This design comes from an exercise in tuning for small area on the open sky130 flow, not from production work. The RTL was checked by simulation tests, not by an equivalence proof against the original design. Power is estimated from default activity; no workload was simulated.

==> config.mk <==
export PLATFORM = sky130hd
export DESIGN_NAME = pwm_multi_generator
export DESIGN_NICKNAME = pwm_multi_generator
export VERILOG_FILES = /design/flow/design.v
export SDC_FILE = /design/flow/constraint.sdc
export NUM_CORES = 4
export LEC_CHECK = 0
export CAP_MARGIN = 20
export CORE_MARGIN = 2
export CORE_UTILIZATION = 40
export SLEW_MARGIN = 20
==> constraint.sdc <==
create_clock -name core_clock -period 8.0 [get_ports {clk}]
set_input_delay 1.6000 -clock core_clock [delete_from_list [all_inputs] [get_ports {clk}]]
set_output_delay 1.6000 -clock core_clock [all_outputs]
set_load 0.01 [all_outputs]
==> design.v <==
module pwm_multi_generator #(
    parameter int N_CH       = 16,
    parameter int CNT_WIDTH  = 9,
    parameter int CYCLE      = 512,
    parameter int DATA_WIDTH = 8
) (
    input  logic                                      clk,
    input  logic                                      rst_n,
    input  logic                                      sync,
    input  logic                                      we,
    input  logic [((N_CH > 1) ? $clog2(N_CH) : 1)-1:0] addr,
    input  logic [DATA_WIDTH-1:0]                     wduty,
    input  logic [DATA_WIDTH-1:0]                     wphase,
    input  logic [CNT_WIDTH-1:0]                      duty_offset,
    input  logic                                      out_en,
    output logic [CNT_WIDTH-1:0]                      cyc_time,
    output logic                                      update,
    output logic [N_CH-1:0]                           pwm_out
);
    logic [8:0]  time_q;
    logic [15:0] pwm_q;
    logic [15:0] sh_vld_q, act_vld_q;
    logic        wrap;
    logic [7:0]  tu;
    logic [8:0]  k;
    logic [8:0]  m;
    logic        neg;
    logic [8:0]  wsum;
    logic [15:0] pwm_d;
    function automatic logic lt8(input logic [7:0] a, input logic [7:0] b);
        logic c;
        c = 1'b0;
        for (int j = 0; j < 8; j++)
            c = (~a[j] & b[j]) | (~a[j] & c) | (b[j] & c);
        lt8 = c;
    endfunction
    assign wrap = sync | (time_q == 9'd511);
    assign tu   = time_q[8:1];
    assign k    = {1'b0, duty_offset[8:1]} + {8'd0, ~time_q[0] & duty_offset[0]};
    assign m    = {1'b0, tu} - k;
    assign neg  = m[8];
    assign wsum = {1'b0, wphase} + {1'b0, wduty};
    always_ff @(posedge clk or negedge rst_n) begin
        if (!rst_n) begin
            time_q    <= '0;
            pwm_q     <= '0;
            sh_vld_q  <= '0;
            act_vld_q <= '0;
        end else begin
            time_q <= wrap ? 9'd0 : time_q + 9'd1;
            pwm_q  <= pwm_d;
            if (we) sh_vld_q[addr] <= 1'b1;
            if (wrap) act_vld_q <= sh_vld_q;
        end
    end
    for (genvar i = 0; i < 16; i++) begin : g_ch
        logic [7:0] sh_ph_q, act_ph_q;
        logic [8:0] sh_sum_q, act_sum_q;
        logic       c1, lt;
        always_ff @(posedge clk) begin
            if (we && addr == 4'(i)) begin
                sh_ph_q  <= wphase;
                sh_sum_q <= wsum;
            end
            if (wrap) begin
                act_ph_q  <= sh_ph_q;
                act_sum_q <= sh_sum_q;
            end
        end
        assign c1 = ~lt8(tu, act_ph_q);
        assign lt = lt8(m[7:0], act_sum_q[7:0]);
        assign pwm_d[i] = out_en & (act_vld_q[i]
            ? ((c1 & neg) | ((c1 | neg) & (act_sum_q[8] | lt)) | (act_sum_q[8] & lt))
            : neg);
    end
    assign cyc_time = time_q;
    assign update   = (time_q == 9'd511);
    assign pwm_out  = pwm_q;
endmodule
==> run.sh <==
#!/bin/bash
# synth_recipe.tcl (not shown) runs the flow's synth.tcl, then flattens the netlist and writes it again
# the make line also repeats each setting of config.mk as NAME=value (left out here)
make -C /OpenROAD-flow-scripts/flow DESIGN_CONFIG=/design/flow/config.mk WORK_HOME=/design/flow/orfs CLKGATE_MAP_FILE= SYNTH_SCRIPT=/design/flow/synth_recipe.tcl finish
==> impl_metrics.py, run 1 <==
metrics = {
    "floorplan": {
        "dieWidth_um": 246,
        "dieArea_um2": 60300,
        "core_um2": 57700,
        "rows": 88,
        "fp.dieH_um": 246,
        "start_util": 0.405,
        "pin_count": 60,
    },
    "timing": {
        "skew_ns": 0.0216,
        "setup_violations": 0,
        "rsz0062_at_grt": "no",
        "final_max_slew_viol_count": 0,
        "fmax_mhz": 185,
        "hold_viol": 0,
        "layout_setup_ws_ns": 2.60,
        "fin_crit_ns": 5.40,
        "setup_tns_ns": 0,
        "period_share": 0.675,
        "timing.slew.headroom": 0.246,
        "worst_slew_pin_slew_ns": 1.12,
    },
    "synth": {
        "synth_edf_count": 544,
        "yosys.area_share.simple": 0.0691,
        "seq_area_frac_synth": 0.761,
        "synth_compound_area_frac": 0.0895,
        "yosys.area_share.xor_xnor": 0.0115,
        "synth.area.mux_share": 0.000429,
        "syn_avg_cell_area_um2": 15.7,
        "synth_warnings": 1,
        "synth-main-ff-cell": "edfxtp_1",
        "yosysUniqueCellTypes": 72,
        "synth_fp_nets": 1557,
        "synth_seq_cells": 601,
        "syn_inst": 1491,
        "async_flop_share": 0.0948,
        "synth_adder_area_share": 0.0464,
        "synth_top_family_by_area": "compound AO/OA/AOI/OAI gates",
        "synth_area_um2": 23300,
    },
    "clock_tree": {
        "cts-resized-gates": 0,
        "cts_tree": "yes",
        "ctsHtreeMaxLevel": 2,
        "numCtsBuffers": 59,
        "cts_setup_buffers": 0,
        "cts_root_buf": "clkbuf_16",
        "cts_hold_repair.buffers": 0,
        "clk_path_buf_depth": 3,
        "clk_pin_slew_ns": 0.06,
        "clk-insertion-delay-late_ns": 0.62,
        "cts_sinks": 601,
    },
    "critical_path": {
        "worstReg2RegStart": "time_q[3]",
        "critical_path.max_stage_delay_ns": 0.66,
        "cpMostUsedCell": "fa_1",
        "worst_path_max_delay_cell": "a2111oi_0",
        "crit_path_start_kind": "primary input",
        "cp.arrival_ns": 5.91,
        "crit_family": "compound AO/OA/AOI/OAI gates",
        "setup.worst_path.end_class": "flop",
        "path_class": "in2reg",
        "crit_required_ns": 8.51,
        "crit_fanout": 32,
        "startpoint": "duty_offset[1]",
        "crit_chain": "clkdlybuf4s50_1, inv_1, fa_1, fa_1, nand2b_1, a311oi_1, o21ba_2, xnor2_2, buf_4, nor2_1, a2111oi_0, o21ai_0, o211a_1, nor3_1",
        "cp_num_buf_inv": 3,
    },
    "global_route": {
        "track_usage": 0.178,
        "grt_max_degree": 140,
        "grt_first_pass_wirelength_mm": 79.4,
        "grt_pass1_vias": 12700,
        "grt.overflow.total": 0,
        "antenna_found_initial": 1,
    },
    "route": {
        "dr.pass1.iters": 7,
        "routedWlPerCell_um": 22.2,
        "vias": 12700,
        "drt_iter0_drc": 1166,
        "ant_nets": 0,
        "vias_per_cell": 5.28,
        "wl_mm": 53.6,
        "drc_errors": 0,
    },
    "layout": {
        "fin_util": 0.469,
        "area_delta_synth_final_pct": 15.8,
        "nFillCells": 4977,
        "nets": 1665,
        "final_cells": 2414,
        "layout-drive-gt1-share": 0.124,
        "antennaDiodeCount": 0,
    },
    "worst_hold_path": {
        "min_path_type": "reg2reg",
        "hp-start": "g_ch[11].sh_sum_q[0]",
    },
    "status": {
        "status": "timing/DRC/antenna clean",
    },
    "power_and_ir_drop": {
        "cellLeakagePower_nw": 9.43,
        "ir_drop_mv": 0.164,
        "power_mw": 7.09,
        "p_per_area_nw_per_um2": 262,
    },
    "place": {
        "globalplace.congestion": 0.804,
        "io_buffers": 59,
        "post-place-ws_ns": 2.00,
        "place_inst": 2302,
        "hpwl_mm": 34.3,
    },
    "job": {
        "cap_violations": 0,
    },
}
synthesized netlist by cell type, drive strengths merged (7+ instances only):
cell / n / area share
a22oi: 14 / 0.0049
maj3: 62 / 0.028
o21ai: 61 / 0.013
clkbuf: 32 / 0.0052
nand3b: 7 / 0.0023
buf: 15 / 0.0034
nor2: 71 / 0.011
and2: 9 / 0.0024
o21a: 7 / 0.0023
o22ai: 20 / 0.0054
and3: 9 / 0.0024
nand3: 33 / 0.0071
a41oi: 8 / 0.0030
a41o: 10 / 0.0043
dfrtp: 57 / 0.061
nand2: 115 / 0.018
edfxtp: 544 / 0.70
inv: 82 / 0.013
o311ai: 7 / 0.0026
o221ai: 22 / 0.0083
a31oi: 15 / 0.0040
a21o: 16 / 0.0051
o31ai: 8 / 0.0026
nor3: 20 / 0.0043
ha: 29 / 0.016
a211oi: 12 / 0.0039
nand2b: 26 / 0.0070
a21oi: 50 / 0.011
xnor2: 20 / 0.0093
nor2b: 32 / 0.0086
worst paths after layout:
check	slack, ns	end	cells after the start
max	2.60	pwm_q[4]	14
min	0.41	g_ch[11].act_sum_q[0]	0
max reg2reg	3.09	pwm_q[4]	13
min reg2reg	0.41	g_ch[11].act_sum_q[0]	0
max in group asynchronous	6.29	pwm_q[10]	2
min in group asynchronous	1.15	time_q[4]	2
cell type report:
type	instances	area [µm²]	share of cell area
Clock buffer	72	1640	0.0606
Inverter	84	323	0.0119
Clock inverter	39	300	0.0111
Multi-Input combinational cell	759	5180	0.192
Sequential cell	601	17800	0.657
Timing Repair Buffer	94	868	0.0321
Tap cell	765	957	0.0354
through the flow:
step	cell area [µm²]	hold WS, ns
floorplan	23300	0.400
global placement	25100	0.400
detailed placement	25100	0.405
CTS	27000	0.411
finish	27000	0.406
global route	27000	0.417
kinds of logic after synthesis:
group                    count (synthesis)
XOR/XNOR                                26
adder cells (fa/ha/maj)                 94
flip-flops                             601
buffers and inverters                  131
multiplexers                             1
AO/OA/AOI/OAI                          300
AND/OR/NAND/NOR                        338
report_power, final:
| part | switching [mW] | internal, mW |
|---|---|---|
| logic | 0.439 | 0.255 |
| registers | 0.0698 | 3.60 |
| clock network | 1.15 | 1.58 |
sequential cells by signal, indices dropped and copies added, names as in the netlist:
signal,count
g_ch.act_sum_q,144
g_ch.sh_sum_q,144
g_ch.act_ph_q,128
g_ch.sh_ph_q,128
act_vld_q,16
pwm_q,16
sh_vld_q,16
time_q,9
layout by cell type (no fill, tap or decap), types with 29 or more instances in the layout:
master             n
clkdlybuf4s50_1   58
buf_4             33
nand3_1           33
nor2b_1           32
clkbuf_16         61
nand2_1          115
ha_1              29
maj3_2            31
a21oi_1           50
dfrtp_1           57
nor2_1            58
edfxtp_1         544
o21ai_0           48
maj3_1            31
inv_1             79
worst reg2reg max path, cell delays in order (launching register included):
cell       delay [ns]
dfrtp_1          0.92
inv_1            0.56
ha_1             0.35
inv_1            0.06
ha_1             0.32
a311oi_1         0.55
o21ba_2          0.24
xnor2_2          0.11
buf_4            0.36
nor2_1           0.11
a2111oi_0        0.66
o21ai_0          0.20
o211a_1          0.16
nor3_1           0.21
layer usage:
| layer | vias up | global-route usage | part of all wire |
|---|---|---|---|
| li1 | 5908 | - | - |
| met1 | 6454 | 0.243 | 0.45 |
| met2 | 298 | 0.289 | 0.47 |
| met3 | 89 | 0.0294 | 0.046 |
| met4 | 0 | 0.0627 | 0.033 |
| met5 | - | 0 | 0 |
==> inputs of run 2 (changes only) <==
--- a/design.v
+++ b/design.v
@@ -69,8 +69,10 @@
         end
         assign c1 = ~lt8(tu, act_ph_q);
         assign lt = lt8(m[7:0], act_sum_q[7:0]);
+        wire x = c1 | neg;
+        wire top = (x & act_sum_q[8]) | (x & lt) | (act_sum_q[8] & lt);
         assign pwm_d[i] = out_en & (act_vld_q[i]
-            ? ((c1 & neg) | ((c1 | neg) & (act_sum_q[8] | lt)) | (act_sum_q[8] & lt))
+            ? ((c1 & neg) | top)
             : neg);
     end
     assign cyc_time = time_q;
--- a/config.mk
+++ b/config.mk
@@ -8,4 +8,5 @@
 export CAP_MARGIN = 20
 export CORE_MARGIN = 2
 export CORE_UTILIZATION = 40
+export CTS_BUF_LIST = sky130_fd_sc_hd__clkbuf_4
 export SLEW_MARGIN = 20
==> impl_metrics.py, run 2 <==
metrics = {
    "synth": {
        "yosysTopAreaCellShare": 0.716,
        "syn_inst": 1398,
        "synth_area_leaders": "edfxtp_1 72%, dfrtp_1 6.2%, maj3_1 3.6%",
        "synthMostInstantiatedCell": "edfxtp_1",
        "async_flop_share": 0.0948,
        "synth_area_um2": 22800,
        "seq_area_frac_synth": 0.778,
        "synth_seq_cells": 601,
        "synth_fp_nets": 1464,
        "synth.largest_area_cell": "edfxtp_1",
        "synth_warnings": 1,
        "synth_commonest_cells": "544 x edfxtp_1, 90 x inv_1, 81 x maj3_1, 70 x nand2_1, 57 x dfrtp_1",
        "yosysUniqueCellTypes": 47,
        "synth-main-ff-cell": "edfxtp_1",
        "synth_edf_count": 544,
        "syn_avg_cell_area_um2": 16.3,
    },
    "critical_path": {
        "crit_required_ns": 8.80,
        "crit_chain": "clkinv_1, ha_1, inv_1, ha_1, a2111oi_0, nor3_1, a21o_1, a21oi_1, xnor2_1, o21ai_0, o31ai_1, a31oi_1",
        "cpMostUsedCell": "ha_1",
        "crit_family": "compound AO/OA/AOI/OAI gates",
        "cp.arrival_ns": 6.21,
        "crit_path_start_kind": "flop",
        "worstReg2RegStart": "time_q[4]",
        "rrSetupSlack_ns": 2.59,
        "cp_num_buf_inv": 2,
        "worst_path_max_delay_cell": "xnor2_1",
        "setup.worst_path.end_class": "flop",
        "critical_path.max_stage_delay_ns": 0.83,
        "crit_fanout": 18,
        "reg2reg_to": "pwm_q[0]",
        "path_class": "reg2reg",
        "r2r_cells": 12,
    },
    "place": {
        "globalplace.congestion": 0.803,
        "place_area_um2": 24700,
        "io_buffers": 59,
        "post-place-ws_ns": 1.70,
        "hpwl_mm": 32.7,
        "place_inst": 2211,
    },
    "timing": {
        "layout_setup_ws_ns": 2.59,
        "setup_violations": 0,
        "final_max_slew_viol_count": 0,
        "worst_slew_pin_slew_ns": 1.09,
        "skew_ns": 0.0574,
        "hold_viol": 0,
        "period_share": 0.677,
        "fmax_mhz": 185,
        "fin_crit_ns": 5.41,
        "timing.slew.headroom": 0.273,
        "setup_tns_ns": 0,
        "rsz0062_at_grt": "no",
    },
    "power_and_ir_drop": {
        "cellLeakagePower_nw": 9.37,
        "power.internal_mw": 5.20,
        "combinationalPowerShare": 0.101,
        "power_frac_clock": 0.368,
        "ir_drop_mv": 0.141,
        "p_per_area_nw_per_um2": 259,
        "p_sw_mw": 1.70,
        "swShare": 0.246,
        "seq_power_share": 0.531,
    },
    "clock_tree": {
        "ctsHtreeMaxLevel": 4,
        "cts_hold_repair.buffers": 0,
        "cts-resized-gates": 0,
        "clk_pin_slew_ns": 0.07,
        "clk-insertion-delay-late_ns": 0.96,
        "numCtsBuffers": 152,
        "cts_sinks": 601,
        "clk_path_buf_depth": 3,
        "cts_setup_buffers": 0,
        "cts_tree": "yes",
        "cts_root_buf": "clkbuf_4",
    },
    "layout": {
        "final_cells": 2474,
        "nets": 1676,
        "final_common_cell": "edfxtp_1",
        "fin_util": 0.473,
        "fin_area_um2": 26600,
        "area_delta_synth_final_pct": 16.7,
        "reg_top3": "g_ch.act_sum_q: 144 flops, g_ch.sh_sum_q: 144 flops",
        "layout_common_cells": "544 x edfxtp_1, 226 x clkbuf_4, 89 x inv_1",
        "layout-drive-gt1-share": 0.201,
    },
    "global_route": {
        "antenna_found_initial": 2,
        "grt_max_degree": 125,
        "grt_pass1_vias": 13000,
        "grt.overflow.total": 0,
        "track_usage": 0.181,
        "grt_first_pass_wirelength_mm": 78.8,
    },
    "floorplan": {
        "fp.dieH_um": 243,
        "rows": 87,
        "dieArea_um2": 59000,
        "pin_count": 60,
        "start_util": 0.405,
        "core_um2": 56400,
        "dieWidth_um": 243,
    },
    "job": {
        "cap_violations": 0,
    },
    "worst_hold_path": {
        "worstHoldEndpoint": "g_ch[10].act_sum_q[4]",
        "min_path_type": "reg2reg",
        "whs_path_depth": 0,
        "hp-start": "g_ch[10].sh_sum_q[4]",
    },
    "route": {
        "drc_errors": 0,
        "routedWlPerCell_um": 21.1,
        "vias": 12700,
        "dr.pass1.iters": 5,
        "wl_mm": 52.2,
        "vias_per_cell": 5.15,
        "drt_iter0_drc": 1011,
        "ant_nets": 0,
    },
    "status": {
        "status": "timing/DRC/antenna clean",
    },
}
## run 2: changes by cell type after synthesis, moves of 15 or more
cell,before,now
maj3_1,31,81
o22ai_1,20,35
nand2_1,115,70
a221oi_1,5,22
nand3_1,33,8
nor3_1,20,38
nor2_1,71,54
## run 2: power by group through the flow
stage	Sequential [mW]	Clock, mW	Combinational [mW]
after floorplan	3.72	0	0.405
after global placement	3.73	0	0.683
after detailed placement	3.73	0	0.698
after CTS	3.66	2.63	0.700
after global routing	3.68	2.79	0.769
final	3.66	2.54	0.700
## run 2: cell type report
class                   count  area [µm²]
inverters                  95         364
clock buffers             226        1700
flip-flops and latches    601       17800
multi-input cells         657        4710
clock inverters            33         208
repair buffers            103         952
diodes                      3        7.51
fillers                  4930       29700
well taps                 756         946
## run 2: stage by stage
| stage | hold slack (ns) | total power [mW] |
|---|---|---|
| 6_report | 0.380 | 6.90 |
| 4_1_cts | 0.380 | 6.99 |
| 5_1_grt | 0.400 | 7.23 |
| 3_3_place_gp | 0.400 | 4.41 |
| 2_1_floorplan | 0.400 | 4.12 |
| 3_5_place_dp | 0.405 | 4.43 |
## run 2: routing by layer
| layer | wire [µm] | GRT usage |
|---|---|---|
| met5 | 0 | 0 |
| met4 | 1080 | 0.0765 |
| met3 | 3550 | 0.0472 |
| met2 | 23800 | 0.273 |
| met1 | 23800 | 0.250 |
## run 2: worst max path at each step
stage,start,end,depth (start not counted)
2_1_floorplan,sync,g_ch[0].act_ph_q[0],3
6_report,time_q[4],pwm_q[0],12
5_1_grt,time_q[4],pwm_q[9],14
3_3_place_gp,duty_offset[1],pwm_q[9],15
4_1_cts,time_q[4],pwm_q[9],13
3_5_place_dp,duty_offset[1],pwm_q[9],16
## run 2: kinds of logic (layout without fill, tap and decap cells)
kind of cell,Yosys count,count (layout),synth area share
DFF,601,601,0.778
and+or+nand+nor,249,249,0.0521
AOI/OAI and AO/OA,248,248,0.0720
buffers and inverters,140,457,0.0230
adders and majority gates,136,136,0.0654
xor gates and xnor gates,23,23,0.00883
muxes,1,1,0.000439
other,0,3,0
## run 2: worst register-to-register path, delay by kind of cell (launching register included)
family          cells  cell delay, ns
buf+inv             2            0.86
compound gates      6            1.21
xor+xnor            1            0.83
flops               1            0.76
fa+ha+maj           2            0.98
simple gates        1            0.62
==> inputs of run 3 (changes only) <==
--- a/config.mk
+++ b/config.mk
@@ -8,5 +8,6 @@
 export CAP_MARGIN = 20
 export CORE_MARGIN = 2
 export CORE_UTILIZATION = 40
-export CTS_BUF_LIST = sky130_fd_sc_hd__clkbuf_4
+export CTS_CLUSTER_DIAMETER = 100
+export CTS_CLUSTER_SIZE = 30
 export SLEW_MARGIN = 20
==> impl_metrics.py, run 3 <==
metrics = {
    "place": {
        "post-place-ws_ns": 1.70,
        "hpwl_mm": 32.7,
        "io_buffers": 59,
        "place_area_um2": 24700,
        "globalplace.congestion": 0.803,
        "place_inst": 2211,
    },
    "layout": {
        "reg_top3": "g_ch.act_sum_q: 144 flops, g_ch.sh_sum_q: 144 flops",
        "final_cells": 2256,
        "fin_util": 0.451,
        "layout-drive-gt1-share": 0.0860,
        "nFillCells": 4946,
        "multiInputGateArea_um2": 4710,
        "final_common_cell": "edfxtp_1",
        "seqCellArea_um2": 17800,
        "nets": 1548,
        "layout_common_cells": "544 x edfxtp_1, 89 x inv_1, 81 x maj3_1",
        "antennaDiodeCount": 0,
        "fin_area_um2": 25500,
        "area_delta_synth_final_pct": 11.5,
    },
    "synth": {
        "synth-main-ff-cell": "edfxtp_1",
        "yosysTopAreaCellShare": 0.716,
        "synth_area_leaders": "edfxtp_1 72%, dfrtp_1 6.2%, maj3_1 3.6%",
        "synth_commonest_cells": "544 x edfxtp_1, 90 x inv_1, 81 x maj3_1, 70 x nand2_1, 57 x dfrtp_1",
        "yosysUniqueCellTypes": 47,
        "syn_inst": 1398,
        "synth_fp_nets": 1464,
        "async_flop_share": 0.0948,
        "synth.largest_area_cell": "edfxtp_1",
        "synth_area_um2": 22800,
        "synthMostInstantiatedCell": "edfxtp_1",
        "synth_seq_cells": 601,
        "syn_avg_cell_area_um2": 16.3,
        "seq_area_frac_synth": 0.778,
        "synth_warnings": 1,
        "synth_edf_count": 544,
    },
    "global_route": {
        "grt.overflow.total": 0,
        "grt_max_degree": 125,
        "antenna_found_initial": 1,
        "grt_pass1_vias": 11800,
        "track_usage": 0.170,
        "grt_first_pass_wirelength_mm": 75.1,
    },
    "power_and_ir_drop": {
        "cellLeakagePower_nw": 8.58,
        "power_mw": 5.87,
        "p_per_area_nw_per_um2": 231,
        "ir_drop_mv": 0.143,
    },
    "timing": {
        "fin_crit_ns": 5.69,
        "setup_tns_ns": 0,
        "hold_viol": 0,
        "period_share": 0.711,
        "rsz0062_at_grt": "no",
        "layout_setup_ws_ns": 2.31,
        "skew_ns": 0.0297,
        "fmax_mhz": 176,
        "worst_slew_pin_slew_ns": 1.08,
        "whs_ns": 0.397,
        "final_max_slew_viol_count": 0,
        "setup_violations": 0,
        "timing.slew.headroom": 0.282,
    },
    "clock_tree": {
        "cts_setup_buffers": 0,
        "cts_sinks": 601,
        "cts_tree": "yes",
        "numCtsBuffers": 24,
        "cts_root_buf": "clkbuf_16",
        "cts_hold_repair.buffers": 0,
        "cts-resized-gates": 0,
        "clk_pin_slew_ns": 0.11,
        "clk_path_buf_depth": 3,
        "clk-insertion-delay-late_ns": 0.59,
        "ctsHtreeMaxLevel": 1,
    },
    "route": {
        "vias": 11800,
        "wl_mm": 50.0,
        "vias_per_cell": 5.25,
        "drc_errors": 0,
        "ant_nets": 0,
        "routedWlPerCell_um": 22.2,
        "dr.pass1.iters": 6,
        "drt_iter0_drc": 1077,
    },
    "critical_path": {
        "crit_path_start_kind": "primary input",
        "path_class": "in2reg",
        "setup.worst_path.end_class": "flop",
        "startpoint": "duty_offset[1]",
        "reg2reg_to": "pwm_q[9]",
        "r2r_cells": 14,
        "worstReg2RegStart": "time_q[4]",
        "crit_required_ns": 8.47,
        "crit_fanout": 15,
        "cp.arrival_ns": 6.16,
        "rrSetupSlack_ns": 2.55,
    },
    "status": {
        "status": "timing/DRC/antenna clean",
    },
    "worst_hold_path": {
        "worstHoldEndpoint": "g_ch[8].act_ph_q[3]",
        "hp-start": "g_ch[8].sh_ph_q[3]",
        "whs_path_depth": 0,
        "min_path_type": "reg2reg",
    },
    "floorplan": {
        "dieWidth_um": 243,
        "fp.dieH_um": 243,
        "pin_count": 60,
        "start_util": 0.405,
        "dieArea_um2": 59000,
        "rows": 87,
        "core_um2": 56400,
    },
    "job": {
        "cap_violations": 0,
    },
}
[run 3: power breakdown]
| part | total [mW] | internal, mW | switching [mW] |
|---|---|---|---|
| clock network | 1.51 | 0.603 | 0.910 |
| registers | 3.66 | 3.59 | 0.0686 |
| logic | 0.698 | 0.255 | 0.444 |
[run 3: layout make-up]
cell class                      instances  area share
Clock buffer                           41      0.0269
Clock inverter                          3     0.00157
Inverter                               95      0.0143
Multi-Input combinational cell        657       0.185
Sequential cell                       601       0.698
Tap cell                              756      0.0372
Timing Repair Buffer                  103      0.0374
[run 3: cell families after synthesis]
| logic type | synth area share |
|---|---|
| muxes | 0.000439 |
| buffers and inverters | 0.0230 |
| xor gates and xnor gates | 0.00883 |
| adders and majority gates | 0.0654 |
| DFF | 0.778 |
| and+or+nand+nor | 0.0521 |
| AOI/OAI and AO/OA | 0.0720 |
[run 3: how the worst max path moves through the flow]
| stage | slack (ns) | cells after the start | endpoint |
|---|---|---|---|
| 2_1_floorplan | 2.08 | 3 | g_ch[0].act_ph_q[0] |
| 6_report | 2.31 | 15 | pwm_q[12] |
| 4_1_cts | 2.32 | 16 | pwm_q[9] |
| 3_3_place_gp | 1.62 | 15 | pwm_q[9] |
| 5_1_grt | 1.95 | 15 | pwm_q[1] |
| 3_5_place_dp | 1.70 | 16 | pwm_q[9] |
[run 3: per-layer routing]
metal  up-vias  global-route usage  part of all wire
met4         0              0.0366             0.018
met3        44              0.0268             0.058
met5         -                   0                 0
met1      6038               0.252              0.47
li1       5456                   -                 -
met2       307               0.265              0.46
[run 3: worst max-delay path: stages]
cell             delay [ns]
clkdlybuf4s50_1        0.45
inv_1                  0.06
fa_1                   0.50
fa_1                   0.56
inv_1                  0.05
buf_4                  0.19
nor2_1                 0.68
a2111oi_0              0.19
a221oi_1               0.25
o21ai_0                0.18
maj3_1                 0.38
maj3_1                 0.36
maj3_1                 0.37
a211oi_1               0.23
nor4_1                 0.09
==> inputs of run 4 (changes only) <==
--- a/config.mk
+++ b/config.mk
@@ -5,9 +5,9 @@
 export SDC_FILE = /design/flow/constraint.sdc
 export NUM_CORES = 4
 export LEC_CHECK = 0
-export CAP_MARGIN = 20
+export CAP_MARGIN = 0
 export CORE_MARGIN = 2
 export CORE_UTILIZATION = 40
 export CTS_CLUSTER_DIAMETER = 100
 export CTS_CLUSTER_SIZE = 30
-export SLEW_MARGIN = 20
+export SLEW_MARGIN = 0
==> impl_metrics.py, run 4 <==
metrics = {
    "synth": {
        "synth_warnings": 1,
        "yosysTopAreaCellShare": 0.716,
        "synth_fp_nets": 1464,
        "synth_area_um2": 22800,
        "synthMostInstantiatedCell": "edfxtp_1",
        "yosysUniqueCellTypes": 47,
        "syn_avg_cell_area_um2": 16.3,
        "syn_inst": 1398,
        "synth_seq_cells": 601,
        "seq_area_frac_synth": 0.778,
        "synth_commonest_cells": "544 x edfxtp_1, 90 x inv_1, 81 x maj3_1, 70 x nand2_1, 57 x dfrtp_1",
        "async_flop_share": 0.0948,
        "synth_edf_count": 544,
        "synth-main-ff-cell": "edfxtp_1",
        "synth.largest_area_cell": "edfxtp_1",
        "synth_area_leaders": "edfxtp_1 72%, dfrtp_1 6.2%, maj3_1 3.6%",
    },
    "clock_tree": {
        "cts-resized-gates": 0,
        "cts_root_buf": "clkbuf_16",
        "ctsHtreeMaxLevel": 1,
        "cts_sinks": 601,
        "clk_path_buf_depth": 3,
        "clk-insertion-delay-late_ns": 0.59,
        "cts_hold_repair.buffers": 0,
        "clk_pin_slew_ns": 0.11,
        "numCtsBuffers": 24,
        "cts_setup_buffers": 0,
        "cts_tree": "yes",
    },
    "route": {
        "drc_errors": 0,
        "vias": 11900,
        "wl_mm": 50.2,
        "ant_nets": 0,
        "vias_per_cell": 5.26,
        "dr.pass1.iters": 5,
        "drt_iter0_drc": 1045,
        "routedWlPerCell_um": 22.3,
    },
    "power_and_ir_drop": {
        "p_per_area_nw_per_um2": 231,
        "swShare": 0.241,
        "seq_power_share": 0.622,
        "power_frac_clock": 0.261,
        "cellLeakagePower_nw": 8.57,
        "ir_drop_mv": 0.131,
        "power.internal_mw": 4.46,
        "p_sw_mw": 1.42,
        "combinationalPowerShare": 0.117,
    },
    "place": {
        "io_buffers": 59,
        "place_inst": 2210,
        "post-place-ws_ns": 1.61,
        "globalplace.congestion": 0.803,
        "hpwl_mm": 32.6,
        "place_area_um2": 24700,
    },
    "critical_path": {
        "setup.worst_path.end_class": "flop",
        "crit_path_start_kind": "primary input",
        "cp.arrival_ns": 6.25,
        "rrSetupSlack_ns": 2.35,
        "crit_required_ns": 8.47,
        "path_class": "in2reg",
        "r2r_cells": 14,
        "crit_fanout": 23,
    },
    "floorplan": {
        "dieArea_um2": 59000,
        "fp.dieH_um": 243,
        "core_um2": 56400,
        "dieWidth_um": 243,
        "start_util": 0.405,
        "pin_count": 60,
        "rows": 87,
    },
    "timing": {
        "worst_slew_pin_slew_ns": 1.23,
        "setup_tns_ns": 0,
        "skew_ns": 0.0364,
        "period_share": 0.724,
        "setup_violations": 0,
        "rsz0062_at_grt": "no",
        "fmax_mhz": 173,
        "final_max_slew_viol_count": 0,
        "layout_setup_ws_ns": 2.21,
        "fin_crit_ns": 5.79,
        "hold_viol": 0,
        "timing.slew.headroom": 0.177,
    },
    "global_route": {
        "grt.overflow.total": 0,
        "grt_max_degree": 125,
        "grt_first_pass_wirelength_mm": 75.2,
        "antenna_found_initial": 1,
        "track_usage": 0.170,
        "grt_pass1_vias": 11800,
    },
    "layout": {
        "fin_util": 0.451,
        "layout-drive-gt1-share": 0.0848,
        "nets": 1546,
        "final_cells": 2254,
        "final_common_cell": "edfxtp_1",
        "seqCellArea_um2": 17800,
        "nFillCells": 4984,
        "multiInputGateArea_um2": 4670,
        "fin_area_um2": 25400,
        "antennaDiodeCount": 0,
        "area_delta_synth_final_pct": 11.3,
        "layout_common_cells": "544 x edfxtp_1, 89 x inv_1, 81 x maj3_1",
        "reg_top3": "g_ch.act_sum_q: 144 flops, g_ch.sh_sum_q: 144 flops",
    },
    "worst_hold_path": {
        "min_path_type": "reg2reg",
        "whs_path_depth": 0,
    },
    "job": {
        "cap_violations": 0,
    },
    "status": {
        "status": "timing/DRC/antenna clean",
    },
}
run 4: kinds of logic (layout without fill, tap and decap cells):
| group | after synthesis | in the layout | synth area share |
|---|---|---|---|
| flops | 601 | 601 | 0.778 |
| fa+ha+maj | 136 | 136 | 0.0654 |
| mux | 1 | 1 | 0.000439 |
| buf+inv | 140 | 240 | 0.0230 |
| compound gates | 248 | 248 | 0.0720 |
| xor+xnor | 23 | 23 | 0.00883 |
| simple gates | 249 | 249 | 0.0521 |
run 4: power by group through the flow:
stage,registers (mW),logic [mW],clock network (mW)
2_1_floorplan,3.72,0.405,0
3_3_place_gp,3.73,0.683,0
3_5_place_dp,3.73,0.694,0
4_1_cts,3.66,0.696,1.58
5_1_grt,3.67,0.761,1.68
6_report,3.66,0.689,1.53
run 4: worst max-delay path, cell delays in order:
cell,delay [ns]
clkdlybuf4s50_1,0.46
inv_1,0.05
fa_1,0.51
fa_1,0.46
nand2b_1,0.20
a21oi_1,0.23
xor2_2,0.96
buf_4,0.34
o22ai_1,0.09
nor2_1,0.10
a2111oi_0,0.08
nor3_1,0.39
maj3_1,0.28
o22ai_1,0.08
a221oi_1,0.40
run 4: metal layers:
| metal | vias to the layer above | part of all wire | global-route usage |
|---|---|---|---|
| met4 | 0 | 0.022 | 0.0435 |
| met3 | 49 | 0.058 | 0.0247 |
| met5 | - | 0 | 0 |
| li1 | 5431 | - | - |
| met2 | 334 | 0.46 | 0.266 |
| met1 | 6043 | 0.46 | 0.249 |
run 4: cell type report:
cell class | instances | share of cell area
multi-input combinational | 657 | 0.184
timing repair buffer | 101 | 0.0360
inverter | 95 | 0.0143
sequential | 601 | 0.699
tap | 756 | 0.0372
clock buffer | 42 | 0.0280
clock inverter | 2 | 0.00138
run 4: stage by stage:
| stage | hold slack [ns] | total power [mW] |
|---|---|---|
| 2_1_floorplan | 0.400 | 4.12 |
| 3_3_place_gp | 0.400 | 4.41 |
| 3_5_place_dp | 0.405 | 4.42 |
| 4_1_cts | 0.399 | 5.93 |
| 5_1_grt | 0.411 | 6.12 |
| 6_report | 0.396 | 5.88 |
run 4: final timing paths:
| check | startpoint | to |
|---|---|---|
| max reg2reg | time_q[4] | pwm_q[9] |
| min in group asynchronous | rst_n | pwm_q[3] |
| max in group asynchronous | rst_n | time_q[6] |
| max | duty_offset[1] | pwm_q[9] |
| min | g_ch[5].sh_sum_q[2] | g_ch[5].act_sum_q[2] |
| min reg2reg | g_ch[5].sh_sum_q[2] | g_ch[5].act_sum_q[2] |
==> inputs of run 5 (changes only) <==
==> flow/run.sh (new file) <==
#!/bin/bash
# Own layout flow: the standard flow (standard.sh) with
#  - the standard synthesis, but an area-oriented ABC mapping script,
#  - port buffers of the smallest buffer cell,
#  - larger clock-tree sink clusters and no CTS dummy loads,
#  - power (area) recovery after global routing.
# Each step's full output is in orfs/logs/; make's output is in standard.log.
set -euo pipefail
export FLOW_WORK="$PWD"
bash standard.sh \
  SYNTH_SCRIPT="$PWD/flow/my_synth.tcl" \
  BUFFER_PORTS_ARGS="-buffer_cell sky130_fd_sc_hd__buf_1" \
  CTS_ARGS="-sink_clustering_enable -repair_clock_nets -sink_clustering_size 25 -sink_clustering_max_diameter 80 -dont_use_dummy_load" \
  RECOVER_POWER=100 \
  finish > standard.log 2>&1
==> flow/area.abc (new file) <==
strash
&get -n
&fraig -x
&put
scorr
dc2
strash
&get -n
&dch -f
&nf
&put
==> flow/my_synth.tcl (new file) <==
# The standard synthesis (synth_recipe.tcl) with only the final ABC technology
# mapping script replaced by an area-oriented one (flow/area.abc). Registers
# are mapped before ABC runs, so they are the same as the standard synthesis's.
proc abc {args} {
  set i [lsearch -exact $args -script]
  if {$i >= 0} {
    set args [lreplace $args [expr {$i + 1}] [expr {$i + 1}] $::env(FLOW_WORK)/flow/area.abc]
  }
  puts "abc with area script: $args"
  yosys abc {*}$args
}
source $::env(FLOW_WORK)/synth_recipe.tcl
==> standard.sh (new file) <==
#!/bin/bash
# synth_recipe.tcl (not shown) runs the flow's synth.tcl, then flattens the netlist and writes it again
# the make line also repeats each setting of config.mk as NAME=value (left out here)
make -C /OpenROAD-flow-scripts/flow DESIGN_CONFIG=/design/flow/config.mk WORK_HOME=/design/flow/orfs CLKGATE_MAP_FILE= SYNTH_SCRIPT=/design/flow/synth_recipe.tcl "${@:-finish}"
==> config.mk (replaced) <==
export PLATFORM = sky130hd
export DESIGN_NAME = pwm_multi_generator
export DESIGN_NICKNAME = pwm_multi_generator
export VERILOG_FILES = /design/flow/design.v
export SDC_FILE = /design/flow/constraint.sdc
export NUM_CORES = 4
export LEC_CHECK = 0
export CAP_MARGIN = 20
export CORE_MARGIN = 2
export CORE_UTILIZATION = 40
export SLEW_MARGIN = 20
removed: run.sh
==> impl_metrics.py, run 5 <==
metrics = {
    "status": {
        "status": "complete, but fails checks",
        "so_faults": "max-capacitance violations, max-slew violations",
    },
    "power_and_ir_drop": {
        "p_per_area_nw_per_um2": 236,
        "swShare": 0.234,
        "seq_power_share": 0.639,
        "cellLeakagePower_nw": 7.98,
        "ir_drop_mv": 0.140,
        "combinationalPowerShare": 0.101,
        "power_mw": 5.74,
        "power_frac_clock": 0.261,
        "power.internal_mw": 4.40,
        "p_sw_mw": 1.35,
    },
    "route": {
        "wl_mm": 47.7,
        "drt_iter0_drc": 1181,
        "drc_errors": 0,
        "routedWlPerCell_um": 21.7,
        "dr.pass1.iters": 5,
        "vias_per_cell": 5.37,
        "vias": 11800,
        "ant_nets": 0,
    },
    "floorplan": {
        "fp.dieH_um": 240,
        "dieArea_um2": 57400,
        "core_um2": 55000,
        "start_util": 0.404,
        "pin_count": 60,
        "dieWidth_um": 240,
        "rows": 86,
    },
    "timing": {
        "hold_viol": 0,
        "skew_ns": 0.0602,
        "final_max_slew_viol_count": 334,
        "setup_tns_ns": 0,
        "rsz0062_at_grt": "no",
        "period_share": 0.772,
        "fin_crit_ns": 6.18,
        "whs_ns": 0.377,
        "setup_violations": 0,
        "layout_setup_ws_ns": 1.82,
        "timing.slew.headroom": -1.10,
        "fmax_mhz": 162,
        "worst_slew_pin_slew_ns": 3.15,
    },
    "worst_hold_path": {
        "hp-start": "g_ch[2].sh_ph_q[1]",
        "min_path_type": "reg2reg",
    },
    "synth": {
        "syn_avg_cell_area_um2": 16.7,
        "yosys.area_share.simple": 0.0401,
        "yosysTopAreaCellShare": 0.736,
        "synth_compound_area_frac": 0.121,
        "yosys.area_share.xor_xnor": 0.00632,
        "seq_area_frac_synth": 0.801,
        "async_flop_share": 0.0948,
        "synth_edf_count": 544,
        "synth_warnings": 1,
        "synth_commonest_cells": "544 x edfxtp_1, 115 x nand2_1, 76 x o21ai_0, 70 x a21oi_1, 63 x a22oi_1",
        "synth-main-ff-cell": "edfxtp_1",
        "synth.area.mux_share": 0,
        "synth_area_leaders": "edfxtp_1 74%, dfrtp_1 6.4%, a22oi_1 2.1%",
        "synth_fp_nets": 1393,
        "synth.largest_area_cell": "edfxtp_1",
        "synth_adder_area_share": 0.0231,
        "synth_top_family_by_area": "compound AO/OA/AOI/OAI gates",
        "synth_area_um2": 22200,
        "syn_inst": 1327,
        "synthMostInstantiatedCell": "edfxtp_1",
        "synth_seq_cells": 601,
        "yosysUniqueCellTypes": 42,
    },
    "critical_path": {
        "crit_required_ns": 8.55,
        "cp.arrival_ns": 6.72,
        "endpoint": "pwm_q[2]",
        "worst_path_max_delay_cell": "xor2_1",
        "crit_chain": "buf_1, clkinv_1, fa_1, fa_1, nand2b_1, a21oi_1, o21bai_1, a21oi_1, o21ai_0, a21oi_1, xor2_1, o21ai_0, a31oi_1, o21a_1",
        "setup.worst_path.end_class": "flop",
        "crit_fanout": 30,
        "path_depth": 14,
        "reg2reg_to": "g_ch[6].act_ph_q[5]",
        "critical_path.max_stage_delay_ns": 1.67,
        "cpMostUsedCell": "a21oi_1",
        "cp_num_buf_inv": 2,
        "path_class": "in2reg",
        "crit_path_start_kind": "primary input",
        "r2r_cells": 9,
        "startpoint": "duty_offset[1]",
        "rrSetupSlack_ns": 2.00,
        "crit_family": "compound AO/OA/AOI/OAI gates",
        "worstReg2RegStart": "time_q[1]",
    },
    "layout": {
        "nFillCells": 4788,
        "multiInputGateArea_um2": 4300,
        "fin_util": 0.443,
        "final_common_cell": "edfxtp_1",
        "nets": 1523,
        "layout-drive-gt1-share": 0.0392,
        "fin_area_um2": 24400,
        "seqCellArea_um2": 17800,
        "area_delta_synth_final_pct": 9.75,
        "reg_top3": "g_ch.act_sum_q: 144 flops, g_ch.sh_sum_q: 144 flops",
        "final_cells": 2203,
        "antennaDiodeCount": 0,
        "layout_common_cells": "544 x edfxtp_1, 115 x nand2_1, 75 x o21ai_0",
    },
    "clock_tree": {
        "cts_hold_repair.buffers": 0,
        "clk_pin_slew_ns": 0.10,
        "clk_path_buf_depth": 3,
        "cts-resized-gates": 0,
        "cts_tree": "yes",
        "ctsHtreeMaxLevel": 1,
        "clk-insertion-delay-late_ns": 0.61,
        "numCtsBuffers": 28,
        "cts_root_buf": "clkbuf_16",
        "cts_setup_buffers": 0,
        "cts_sinks": 601,
    },
    "global_route": {
        "grt.overflow.total": 0,
        "grt_max_degree": 207,
        "track_usage": 0.166,
        "grt_pass1_vias": 11400,
        "grt_first_pass_wirelength_mm": 70.6,
        "antenna_found_initial": 3,
    },
    "place": {
        "place_area_um2": 23800,
        "globalplace.congestion": 0.792,
        "io_buffers": 59,
        "place_inst": 2174,
        "post-place-ws_ns": 2.25,
        "hpwl_mm": 29.0,
    },
    "job": {
        "cap_violations": 13,
    },
}
==> run 5: cell count changes after synthesis, sizes merged, moves of 44 or more <==
cell	previous run	this run
inv	91	0
maj3	104	9
nand2	70	115
a22oi	0	63
clkbuf	44	0
clkinv	4	52
==> run 5: worst reg2reg max path, cell delays in order (launching register included) <==
cell and delay (ns):
dfrtp_1 0.59, ha_1 0.34, nand3_1 0.12, nor4_1 0.08
and2_0 0.19, ha_1 0.19, nor2_1 1.38, clkinv_8 0.95
buf_16 0.53, clkbuf_1 1.04
==> run 5: cell families after synthesis <==
| logic type | count (synthesis) |
|---|---|
| AO/OA/AOI/OAI | 409 |
| XOR/XNOR | 16 |
| adder cells (fa/ha/maj) | 41 |
| buffers and inverters | 52 |
| flip-flops | 601 |
| AND/OR/NAND/NOR | 208 |
==> run 5: worst min path at each step <==
stage	depth (start not counted)	end	slack [ns]
4_1_cts	0	g_ch[2].act_ph_q[1]	0.37
3_3_place_gp	0	g_ch[6].act_sum_q[6]	0.40
6_report	0	g_ch[2].act_ph_q[1]	0.38
5_1_grt	0	g_ch[3].act_ph_q[3]	0.40
3_5_place_dp	0	g_ch[0].act_ph_q[2]	0.40
2_1_floorplan	0	g_ch[0].act_ph_q[0]	0.40
==> run 5: final cells by class <==
| class | instances | share of cell area |
|---|---|---|
| multi-input cells | 674 | 0.177 |
| well taps | 748 | 0.0384 |
| clock buffers | 28 | 0.0288 |
| flip-flops and latches | 601 | 0.729 |
| inverters | 52 | 0.00853 |
| repair buffers | 100 | 0.0183 |
==> run 5: power groups by stage <==
stage	logic, mW	clock network [mW]	registers (mW)
floorplan	0.346	0	3.72
global placement	0.579	0	3.73
detailed placement	0.593	0	3.74
CTS	0.595	1.54	3.67
global route	0.646	1.64	3.68
finish	0.578	1.50	3.67
==> run 5: per-layer routing <==
layer | wire length [µm] | GRT usage | part of all wire | vias up
li1 | - | - | - | 5493
met1 | 21600 | 0.237 | 0.45 | 5976
met2 | 22100 | 0.268 | 0.46 | 306
met3 | 2610 | 0.0181 | 0.055 | 57
met4 | 1350 | 0.0509 | 0.028 | 2
met5 | 16 | 0 | 0.00034 | -
==> inputs of run 6 (changes only) <==
==> flow/run.sh (replaced) <==
#!/bin/bash
# Own layout flow: the standard flow (standard.sh) with
#  - the standard synthesis, but an area-oriented ABC mapping script,
#  - port buffers of the smallest buffer cell,
#  - larger clock-tree sink clusters and no CTS dummy loads.
# Each step's full output is in orfs/logs/; make's output is in standard.log.
set -euo pipefail
export FLOW_WORK="$PWD"
bash standard.sh \
  SYNTH_SCRIPT="$PWD/flow/my_synth.tcl" \
  BUFFER_PORTS_ARGS="-buffer_cell sky130_fd_sc_hd__buf_1" \
  CTS_ARGS="-sink_clustering_enable -repair_clock_nets -sink_clustering_size 25 -sink_clustering_max_diameter 80 -dont_use_dummy_load" \
  finish > standard.log 2>&1
==> impl_metrics.py, run 6 <==
metrics = {
    "route": {
        "dr.pass1.iters": 5,
        "ant_nets": 0,
        "vias": 11800,
        "dr_wl_met2_mm": 22.0,
        "wl_mm": 47.6,
        "top_layer": "met5",
        "wl_met1_mm": 21.7,
        "drc_errors": 0,
        "wl_met3_mm": 2.52,
        "drt_iter0_drc": 1203,
        "routedWlPerCell_um": 21.6,
        "vias_per_cell": 5.36,
    },
    "synth": {
        "synth_area_um2": 22200,
        "synth_edf_count": 544,
        "synth_top_family_by_area": "compound AO/OA/AOI/OAI gates",
        "synth_compound_area_frac": 0.121,
        "synth-main-ff-cell": "edfxtp_1",
        "yosysUniqueCellTypes": 42,
        "yosys.area_share.xor_xnor": 0.00632,
        "async_flop_share": 0.0948,
        "synth_commonest_cells": "544 x edfxtp_1, 115 x nand2_1, 76 x o21ai_0, 70 x a21oi_1, 63 x a22oi_1",
        "syn_avg_cell_area_um2": 16.7,
        "yosysTopAreaCellShare": 0.736,
        "synth_area_leaders": "edfxtp_1 74%, dfrtp_1 6.4%, a22oi_1 2.1%",
        "synth_seq_cells": 601,
        "synth_fp_nets": 1393,
        "synth_adder_area_share": 0.0231,
        "synthMostInstantiatedCell": "edfxtp_1",
        "synth.area.mux_share": 0,
        "synth_warnings": 1,
        "syn_inst": 1327,
        "seq_area_frac_synth": 0.801,
        "synth.largest_area_cell": "edfxtp_1",
        "yosys.area_share.simple": 0.0401,
    },
    "floorplan": {
        "core_um2": 55000,
        "start_util": 0.404,
        "dieWidth_um": 240,
        "pin_count": 60,
        "dieArea_um2": 57400,
        "fp.dieH_um": 240,
        "rows": 86,
    },
    "clock_tree": {
        "cts_setup_buffers": 0,
        "cts_sinks": 601,
        "clk_path_buf_depth": 3,
        "numCtsBuffers": 28,
        "cts_hold_repair.buffers": 0,
        "cts_tree": "yes",
        "clk_pin_slew_ns": 0.10,
        "ctsHtreeMaxLevel": 1,
        "cts-resized-gates": 0,
        "cts_root_buf": "clkbuf_16",
        "clk-insertion-delay-late_ns": 0.60,
    },
    "power_and_ir_drop": {
        "ir_drop_mv": 0.139,
        "cellLeakagePower_nw": 8.12,
        "p_per_area_nw_per_um2": 234,
    },
    "place": {
        "globalplace.congestion": 0.792,
        "hpwl_mm": 29.0,
        "place_inst": 2174,
        "io_buffers": 59,
    },
    "timing": {
        "setup_violations": 0,
        "final_max_slew_viol_count": 0,
        "period_share": 0.657,
        "timing.slew.headroom": 0.244,
        "fmax_mhz": 190,
        "rsz0062_at_grt": "no",
        "setup_tns_ns": 0,
        "skew_ns": 0.0577,
        "hold_viol": 0,
        "fin_crit_ns": 5.26,
        "worst_slew_pin_slew_ns": 1.13,
    },
    "global_route": {
        "grt_max_degree": 207,
        "grt_first_pass_wirelength_mm": 70.6,
        "track_usage": 0.166,
        "grt_pass1_vias": 11400,
        "grt.overflow.total": 0,
        "antenna_found_initial": 3,
    },
    "critical_path": {
        "path_class": "in2reg",
        "reg2reg_to": "pwm_q[2]",
        "worstReg2RegStart": "time_q[0]",
        "endpoint": "pwm_q[2]",
        "rrSetupSlack_ns": 3.36,
        "startpoint": "duty_offset[1]",
        "crit_fanout": 30,
        "crit_path_start_kind": "primary input",
        "crit_required_ns": 8.54,
        "cp.arrival_ns": 5.80,
        "setup.worst_path.end_class": "flop",
        "r2r_cells": 13,
    },
    "layout": {
        "final_cells": 2203,
        "layout-drive-gt1-share": 0.0674,
        "layout_common_cells": "544 x edfxtp_1, 115 x nand2_1, 75 x o21ai_0",
        "nFillCells": 4739,
        "area_delta_synth_final_pct": 10.7,
        "antennaDiodeCount": 0,
        "final_common_cell": "edfxtp_1",
        "reg_top3": "g_ch.act_sum_q: 144 flops, g_ch.sh_sum_q: 144 flops",
        "nets": 1523,
    },
    "status": {
        "status": "timing/DRC/antenna clean",
    },
    "job": {
        "cap_violations": 0,
    },
    "worst_hold_path": {
        "min_path_type": "reg2reg",
    },
}
## run 6: cell types whose count changed in the layout (fill, tap and decap cells not counted), sizes merged
cell    delta
clkbuf    -30
buf       +30
## run 6: cells by family after synthesis
group           after synthesis
buf+inv                      52
fa+ha+maj                    41
flops                       601
xor+xnor                     16
compound gates              409
simple gates                208
## run 6: metrics by stage
| stage | area [µm²] | util | total power [mW] | worst slack, ns | hold WS [ns] |
|---|---|---|---|---|---|
| 6_report | 24600 | 0.447 | 5.75 | 2.74 | 0.377 |
| 5_1_grt | 24600 | 0.447 | 5.98 | 2.48 | 0.396 |
| 4_1_cts | 24500 | 0.446 | 5.80 | 2.82 | 0.368 |
| 3_5_place_dp | 23800 | 0.433 | 4.33 | 2.25 | 0.405 |
| 3_3_place_gp | 23800 | 0.433 | 4.31 | 2.08 | 0.400 |
| 2_1_floorplan | 22200 | - | 4.07 | 1.63 | 0.400 |
## run 6: routing by layer
metal  track usage  vias to the layer above
li1              -                     5499
met1         0.237                     5939
met2         0.268                      312
met3        0.0181                       56
met4        0.0509                        2
met5             0                        -
## run 6: how the worst min path moves through the flow
stage	start	endpoint	slack (ns)	cells past startpoint
floorplan	g_ch[0].sh_ph_q[0]	g_ch[0].act_ph_q[0]	0.40	0
global placement	g_ch[6].sh_sum_q[6]	g_ch[6].act_sum_q[6]	0.40	0
detailed placement	g_ch[0].sh_ph_q[2]	g_ch[0].act_ph_q[2]	0.40	0
CTS	g_ch[2].sh_ph_q[1]	g_ch[2].act_ph_q[1]	0.37	0
global route	g_ch[3].sh_ph_q[3]	g_ch[3].act_ph_q[3]	0.40	0
finish	g_ch[2].sh_ph_q[1]	g_ch[2].act_ph_q[1]	0.38	0
## run 6: power breakdown
part | switching, mW | total (mW) | internal (mW)
registers | 0.0731 | 3.66 | 3.59
logic | 0.403 | 0.591 | 0.188
clock network | 0.872 | 1.50 | 0.624
## run 6: worst max-delay path: stages
cell and delay (ns):
buf_1 0.08, clkinv_1 0.20, fa_1 0.53, fa_1 0.44, nand2b_1 0.17, a21oi_1 0.41, o21bai_1 0.14, a21oi_1 0.30
o21ai_0 0.12, a21oi_1 0.49, xor2_4 0.66, o21ai_0 0.27, a31oi_1 0.24, o21a_1 0.14
## run 6: area by class of cell
type,count,area (µm²),share of cell area
Clock buffer,28,701,0.0285
Inverter,52,208,0.00846
Multi-Input combinational cell,674,4400,0.179
Sequential cell,601,17800,0.723
Tap cell,748,936,0.0381
Timing Repair Buffer,100,551,0.0224
==> inputs of run 7 (changes only) <==
--- a/design.v
+++ b/design.v
@@ -27,12 +27,12 @@
     logic        neg;
     logic [8:0]  wsum;
     logic [15:0] pwm_d;
-    function automatic logic lt8(input logic [7:0] a, input logic [7:0] b);
+    function automatic logic ge8(input logic [7:0] a, input logic [7:0] nb);
         logic c;
-        c = 1'b0;
+        c = 1'b1;
         for (int j = 0; j < 8; j++)
-            c = (~a[j] & b[j]) | (~a[j] & c) | (b[j] & c);
-        lt8 = c;
+            c = (a[j] & nb[j]) | (a[j] & c) | (nb[j] & c);
+        ge8 = c;
     endfunction
     assign wrap = sync | (time_q == 9'd511);
     assign tu   = time_q[8:1];
@@ -59,18 +59,18 @@
         logic       c1, lt;
         always_ff @(posedge clk) begin
             if (we && addr == 4'(i)) begin
-                sh_ph_q  <= wphase;
-                sh_sum_q <= wsum;
+                sh_ph_q  <= ~wphase;
+                sh_sum_q <= ~wsum;
             end
             if (wrap) begin
                 act_ph_q  <= sh_ph_q;
                 act_sum_q <= sh_sum_q;
             end
         end
-        assign c1 = ~lt8(tu, act_ph_q);
-        assign lt = lt8(m[7:0], act_sum_q[7:0]);
+        assign c1 = ge8(tu, act_ph_q);
+        assign lt = ~ge8(m[7:0], act_sum_q[7:0]);
         wire x = c1 | neg;
-        wire top = (x & act_sum_q[8]) | (x & lt) | (act_sum_q[8] & lt);
+        wire top = (x & ~act_sum_q[8]) | (x & lt) | (~act_sum_q[8] & lt);
         assign pwm_d[i] = out_en & (act_vld_q[i]
             ? ((c1 & neg) | top)
             : neg);
==> flow/run.sh (replaced) <==
#!/bin/bash
# Own layout flow: the standard flow (standard.sh) with
#  - the standard synthesis, but with adders left to ABC (no ADDER_MAP_FILE
#    full/half-adder cells) and an area-oriented ABC mapping script,
#  - port buffers of the smallest buffer cell,
#  - larger clock-tree sink clusters and no CTS dummy loads.
# Each step's full output is in orfs/logs/; make's output is in standard.log.
set -euo pipefail
export FLOW_WORK="$PWD"
bash standard.sh \
  SYNTH_SCRIPT="$PWD/flow/my_synth.tcl" \
  ADDER_MAP_FILE= \
  BUFFER_PORTS_ARGS="-buffer_cell sky130_fd_sc_hd__buf_1" \
  CTS_ARGS="-sink_clustering_enable -repair_clock_nets -sink_clustering_size 25 -sink_clustering_max_diameter 80 -dont_use_dummy_load" \
  finish > standard.log 2>&1
==> impl_metrics.py, run 7 <==
metrics = {
    "status": {
        "status": "timing/DRC/antenna clean",
    },
    "critical_path": {
        "crit_fanout": 16,
        "cp.arrival_ns": 5.16,
        "path_class": "in2reg",
        "cpMostUsedCell": "maj3_1",
        "crit_path_start_kind": "primary input",
        "setup.worst_path.end_class": "flop",
        "cp_num_buf_inv": 1,
        "crit_family": "adder cells",
        "crit_required_ns": 8.24,
        "crit_chain": "buf_1, xnor2_1, o21ai_0, maj3_1, maj3_1, maj3_1, maj3_1, maj3_1, xnor2_2",
        "worst_path_max_delay_cell": "xnor2_2",
        "worstReg2RegStart": "time_q[0]",
        "startpoint": "wphase[1]",
        "critical_path.max_stage_delay_ns": 0.77,
    },
    "power_and_ir_drop": {
        "p_per_area_nw_per_um2": 236,
        "ir_drop_mv": 0.180,
        "cellLeakagePower_nw": 7.59,
    },
    "timing": {
        "setup_tns_ns": 0,
        "layout_setup_ws_ns": 3.08,
        "hold_viol": 0,
        "timing.slew.headroom": 0.301,
        "rsz0062_at_grt": "no",
        "fin_crit_ns": 4.92,
        "setup_violations": 0,
        "period_share": 0.616,
        "whs_ns": 0.378,
        "final_max_slew_viol_count": 0,
        "worst_slew_pin_slew_ns": 1.04,
        "fmax_mhz": 203,
        "skew_ns": 0.0502,
    },
    "synth": {
        "synth.largest_area_cell": "edfxtp_1",
        "seq_area_frac_synth": 0.818,
        "syn_inst": 1211,
        "synth_warnings": 1,
        "synthMostInstantiatedCell": "edfxtp_1",
        "yosysUniqueCellTypes": 40,
        "synth_area_leaders": "edfxtp_1 75%, dfrtp_1 6.6%, maj3_1 3.3%",
        "synth-main-ff-cell": "edfxtp_1",
        "synth_seq_cells": 601,
        "synth_fp_nets": 1245,
        "async_flop_share": 0.0948,
        "syn_avg_cell_area_um2": 17.9,
        "synth_area_um2": 21700,
        "synth_commonest_cells": "544 x edfxtp_1, 95 x a21oi_1, 71 x maj3_1, 71 x nand2_1, 68 x o22ai_1",
        "synth_edf_count": 544,
        "yosysTopAreaCellShare": 0.753,
    },
    "clock_tree": {
        "cts_sinks": 601,
        "cts_tree": "yes",
        "ctsHtreeMaxLevel": 1,
        "numCtsBuffers": 28,
        "clk-insertion-delay-late_ns": 0.59,
        "cts_hold_repair.buffers": 0,
        "cts_root_buf": "clkbuf_16",
        "cts_setup_buffers": 0,
        "clk_pin_slew_ns": 0.10,
        "clk_path_buf_depth": 3,
        "cts-resized-gates": 0,
    },
    "layout": {
        "nets": 1367,
        "reg_top3": "g_ch.act_sum_q: 144 flops, g_ch.sh_sum_q: 144 flops",
        "area_delta_synth_final_pct": 10.1,
        "layout_common_cells": "544 x edfxtp_1, 95 x a21oi_1, 71 x nand2_1, 71 x maj3_1, 68 x o22ai_1",
        "antennaDiodeCount": 0,
        "final_common_cell": "edfxtp_1",
        "layout-drive-gt1-share": 0.0661,
    },
    "floorplan": {
        "rows": 85,
        "core_um2": 53700,
        "pin_count": 60,
        "fp.dieH_um": 237,
        "start_util": 0.404,
        "dieArea_um2": 56100,
        "dieWidth_um": 237,
    },
    "route": {
        "wl_mm": 45.9,
        "vias_per_cell": 5.43,
        "vias": 11000,
        "dr.pass1.iters": 5,
        "ant_nets": 0,
        "drc_errors": 0,
        "routedWlPerCell_um": 22.7,
        "drt_iter0_drc": 944,
    },
    "global_route": {
        "grt_use_met3": 0.0157,
        "grt_max_degree": 190,
        "grt_pass1_vias": 10900,
        "antenna_found_initial": 1,
        "grt.overflow.total": 0,
        "grt.busiest_layer": "met2",
        "grt_first_pass_wirelength_mm": 68.9,
        "grtUsageMet1": 0.238,
        "track_usage": 0.163,
        "grt_util_met2": 0.267,
    },
    "job": {
        "cap_violations": 0,
    },
    "worst_hold_path": {
        "min_path_type": "reg2reg",
        "hp-start": "g_ch[11].sh_ph_q[0]",
    },
    "place": {
        "io_buffers": 59,
        "post-place-ws_ns": 2.40,
        "globalplace.congestion": 0.761,
        "hpwl_mm": 27.2,
    },
}
[run 7: cell type report]
type	count	area [µm²]
tap	696	871
multi-input combinational	587	3980
inverter	23	98.8
sequential	601	17800
fill	4583	29800
clock buffer	28	701
timing repair buffer	92	483
[run 7: kinds of logic after synthesis]
| logic type | count (synthesis) | synth area share |
|---|---|---|
| compound gates | 309 | 0.0936 |
| xor+xnor | 29 | 0.0130 |
| fa+ha+maj | 71 | 0.0327 |
| buf+inv | 23 | 0.00398 |
| flops | 601 | 0.818 |
| simple gates | 178 | 0.0384 |
[run 7: path summary, 6_finish.rpt]
kind / endpoint / slack (ns) / cells after the start
setup reg to reg: pwm_q[9] / 3.53 / 12
max in group asynchronous: act_vld_q[2] / 6.27 / 2
hold / removal: g_ch[11].act_ph_q[0] / 0.38 / 0
min in group asynchronous: act_vld_q[11] / 1.17 / 2
hold reg to reg: g_ch[11].act_ph_q[0] / 0.38 / 0
setup / recovery: g_ch[8].sh_sum_q[7] / 3.08 / 9
[run 7: routing by layer]
layer	vias up	part of all wire
li1	5039	-
met3	44	0.055
met4	2	0.016
met1	5603	0.45
met2	310	0.47
met5	-	0.000087
[run 7: stage by stage]
| step | utilization | power (mW) | instance area (µm²) | cells |
|---|---|---|---|---|
| finish | 0.445 | 5.64 | 23900 | 2027 |
| global route | 0.445 | 5.84 | 23900 | 2027 |
| CTS | 0.445 | 5.69 | 23900 | 2027 |
| detailed placement | 0.432 | 4.21 | 23200 | 1999 |
| global placement | 0.432 | 4.19 | 23200 | 1999 |
| floorplan | - | 3.99 | 21700 | 1211 |
[run 7: power by group]
part           leakage [nW]  internal, mW  switching [mW]
Clock                 0.345         0.625           0.893
Sequential             5.80          3.58          0.0551
Combinational          1.45         0.166           0.325
Total                  7.59          4.37            1.27
==> inputs of run 8 (changes only) <==
--- a/flow/run.sh
+++ b/flow/run.sh
@@ -11,5 +11,5 @@
   SYNTH_SCRIPT="$PWD/flow/my_synth.tcl" \
   ADDER_MAP_FILE= \
   BUFFER_PORTS_ARGS="-buffer_cell sky130_fd_sc_hd__buf_1" \
-  CTS_ARGS="-sink_clustering_enable -repair_clock_nets -sink_clustering_size 25 -sink_clustering_max_diameter 80 -dont_use_dummy_load" \
+  CTS_ARGS="-sink_clustering_enable -repair_clock_nets -sink_clustering_size 15 -sink_clustering_max_diameter 60 -buf_list sky130_fd_sc_hd__clkbuf_8 -dont_use_dummy_load" \
   finish > standard.log 2>&1
--- a/config.mk
+++ b/config.mk
@@ -7,5 +7,6 @@
 export LEC_CHECK = 0
 export CAP_MARGIN = 20
 export CORE_MARGIN = 2
-export CORE_UTILIZATION = 40
+export CORE_UTILIZATION = 60
+export PLACE_DENSITY = 0.75
 export SLEW_MARGIN = 20
==> impl_metrics.py, run 8 <==
metrics = {
    "status": {
        "status": "timing/DRC/antenna clean",
    },
    "clock_tree": {
        "ctsHtreeMaxLevel": 2,
        "clk-insertion-delay-late_ns": 0.58,
        "cts-resized-gates": 0,
        "cts_tree": "yes",
        "clk_pin_slew_ns": 0.09,
        "cts_root_buf": "clkbuf_8",
        "clk_path_buf_depth": 3,
        "cts_sinks": 601,
        "cts_setup_buffers": 0,
        "numCtsBuffers": 46,
        "cts_hold_repair.buffers": 0,
    },
    "timing": {
        "skew_ns": 0.0591,
        "timing.slew.headroom": 0.282,
        "fmax_mhz": 204,
        "setup_violations": 0,
        "hold_viol": 0,
        "final_max_slew_viol_count": 0,
        "rsz0062_at_grt": "no",
        "worst_slew_pin_slew_ns": 1.08,
        "period_share": 0.613,
        "setup_tns_ns": 0,
        "fin_crit_ns": 4.90,
    },
    "route": {
        "dr.pass1.iters": 5,
        "wl_mm": 43.8,
        "drc_errors": 0,
        "vias_per_cell": 6.27,
        "ant_nets": 0,
        "routedWlPerCell_um": 24.2,
        "vias": 11400,
        "drt_iter0_drc": 1299,
    },
    "global_route": {
        "grt_use_met3": 0.0379,
        "track_usage": 0.234,
        "grtUsageMet1": 0.349,
        "grt_pass1_vias": 11100,
        "grt.busiest_layer": "met2",
        "grt.overflow.total": 0,
        "antenna_found_initial": 1,
        "grt_util_met2": 0.368,
        "grt_first_pass_wirelength_mm": 66.6,
        "grt_max_degree": 160,
    },
    "power_and_ir_drop": {
        "p_per_area_nw_per_um2": 234,
        "ir_drop_mv": 0.137,
        "cellLeakagePower_nw": 7.57,
    },
    "synth": {
        "yosysUniqueCellTypes": 40,
        "synth_area_um2": 21700,
        "seq_area_frac_synth": 0.818,
        "synth_seq_cells": 601,
        "synth_area_leaders": "edfxtp_1 75%, dfrtp_1 6.6%, maj3_1 3.3%",
        "synth_edf_count": 544,
        "synth.largest_area_cell": "edfxtp_1",
        "synth_fp_nets": 1245,
        "syn_inst": 1211,
        "synth-main-ff-cell": "edfxtp_1",
        "synth_warnings": 1,
        "async_flop_share": 0.0948,
        "yosysTopAreaCellShare": 0.753,
        "synthMostInstantiatedCell": "edfxtp_1",
        "synth_commonest_cells": "544 x edfxtp_1, 95 x a21oi_1, 71 x maj3_1, 71 x nand2_1, 68 x o22ai_1",
        "syn_avg_cell_area_um2": 17.9,
    },
    "critical_path": {
        "crit_required_ns": 8.45,
        "path_depth": 13,
        "crit_fanout": 17,
        "setup.worst_path.end_class": "flop",
        "startpoint": "duty_offset[1]",
        "crit_family": "adder cells",
        "critical_path.max_stage_delay_ns": 0.51,
        "cp.arrival_ns": 5.35,
        "cp_num_buf_inv": 2,
        "cpMostUsedCell": "maj3_1",
        "worstReg2RegStart": "time_q[0]",
        "path_class": "in2reg",
        "worst_path_max_delay_cell": "xnor3_1",
        "crit_path_start_kind": "primary input",
        "crit_chain": "buf_1, clkinv_1, maj3_1, xnor3_1, maj3_1, maj3_1, maj3_1, maj3_1, maj3_1, a21oi_1, a2bb2oi_1, o211ai_1, a21boi_0",
        "r2r_cells": 12,
    },
    "place": {
        "io_buffers": 59,
        "place_area_um2": 22900,
        "globalplace.congestion": 0.820,
        "hpwl_mm": 25.9,
    },
    "floorplan": {
        "rows": 69,
        "dieWidth_um": 194,
        "core_um2": 35600,
        "dieArea_um2": 37700,
        "pin_count": 60,
        "fp.dieH_um": 194,
        "start_util": 0.610,
    },
    "layout": {
        "layout-drive-gt1-share": 0.0792,
        "reg_top3": "g_ch.act_sum_q: 144 flops, g_ch.sh_sum_q: 144 flops",
        "fin_area_um2": 23500,
        "nets": 1387,
        "layout_common_cells": "544 x edfxtp_1, 95 x a21oi_1, 71 x nand2_1, 71 x maj3_1, 68 x o22ai_1",
        "area_delta_synth_final_pct": 8.39,
        "final_common_cell": "edfxtp_1",
    },
    "worst_hold_path": {
        "min_path_type": "reg2reg",
        "hp-start": "g_ch[1].sh_sum_q[7]",
        "whs_path_depth": 0,
    },
    "job": {
        "cap_violations": 0,
    },
}
[run 8: cell counts after synthesis]
Identical to the previous run, type by type.
[run 8: through the flow]
stage	power (mW)	std cells	hold WS (ns)	worst slack (ns)	utilization
floorplan	3.99	1211	0.400	1.42	-
global placement	4.17	1766	0.400	2.58	0.643
detailed placement	4.19	1766	0.405	2.51	0.643
CTS	5.53	1812	0.412	3.09	0.661
global route	5.69	1813	0.425	2.91	0.661
finish	5.50	1813	0.407	3.10	0.661
[run 8: final timing paths]
check                           slack [ns]              endpoint
worst min register to register        0.41  g_ch[1].act_sum_q[7]
min in group asynchronous             1.17             time_q[5]
worst max register to register        3.61              pwm_q[9]
worst max-delay path                  3.10              pwm_q[9]
worst min-delay path                  0.41  g_ch[1].act_sum_q[7]
max in group asynchronous             6.25         act_vld_q[13]
[run 8: cells by family (layout without fill, tap and decap cells)]
kind of cell | Yosys count | in the layout | share of synthesized area
AO/OA/AOI/OAI | 309 | 309 | 0.0936
flip-flops | 601 | 601 | 0.818
XOR/XNOR | 29 | 29 | 0.0130
adder cells (fa/ha/maj) | 71 | 71 | 0.0327
other | 0 | 1 | 0
AND/OR/NAND/NOR | 178 | 178 | 0.0384
buffers and inverters | 23 | 163 | 0.00398
[run 8: layout make-up]
cell class | instances | area (µm²)
Inverter | 23 | 98.8
Clock buffer | 46 | 633
Antenna cell | 1 | 2.50
Timing Repair Buffer | 94 | 485
Tap cell | 461 | 577
Multi-Input combinational cell | 587 | 3970
Fill cell | 2355 | 12000
Sequential cell | 601 | 17800
[run 8: routing by layer]
layer / share of wire / vias to the layer above
met5: 0 / -
met4: 0.024 / 0
met3: 0.085 / 70
met2: 0.47 / 508
met1: 0.42 / 5720
li1: - / 5062
[run 8: where the power goes]
part / internal [mW] / switching [mW]
clock: 0.516 / 0.866
sequential: 3.58 / 0.0565
combinational: 0.166 / 0.318
total: 4.26 / 1.24

[afterwards: timing with drivers on the ports]
Ports are ideal in the flow. The routed layouts listed here were re-timed in OpenROAD. Step 1: set_driving_cell puts a clkbuf_16 on clk and a buf_2 on each other input, an assumption about the parent block. Step 2 adds t to the input delays and takes it off the output delays; t is the mean of the earliest and latest rising clock arrival at the registers after step 1. Input paths then give back, and output paths get back, about the clock's delay inside the block. Three values: ideal, step 1, step 2; two values: the first two.
run	shift t [ns]	setup WS [ns]	clock arrival spread, ns
run 1	0.665	2.603 / 2.576 / 1.970	0.023 / 0.023
run 2	0.986	2.587 / 2.587 / 1.736	0.057 / 0.057
run 3	0.625	2.309 / 2.338 / 1.713	0.032 / 0.032
run 4	0.632	2.212 / 2.241 / 1.609	0.042 / 0.042
run 5	0.632	1.823 / 1.857 / 1.225	0.060 / 0.060
run 6	0.631	2.744 / 2.777 / 2.145	0.059 / 0.059
run 7	0.623	3.075 / 3.105 / 2.482	0.054 / 0.054
run 8	0.603	3.097 / 3.114 / 2.512	0.061 / 0.061
The setup slack of run 2, which loses most, moves by 0.000 ns with the drivers and by -0.851 ns with both steps.
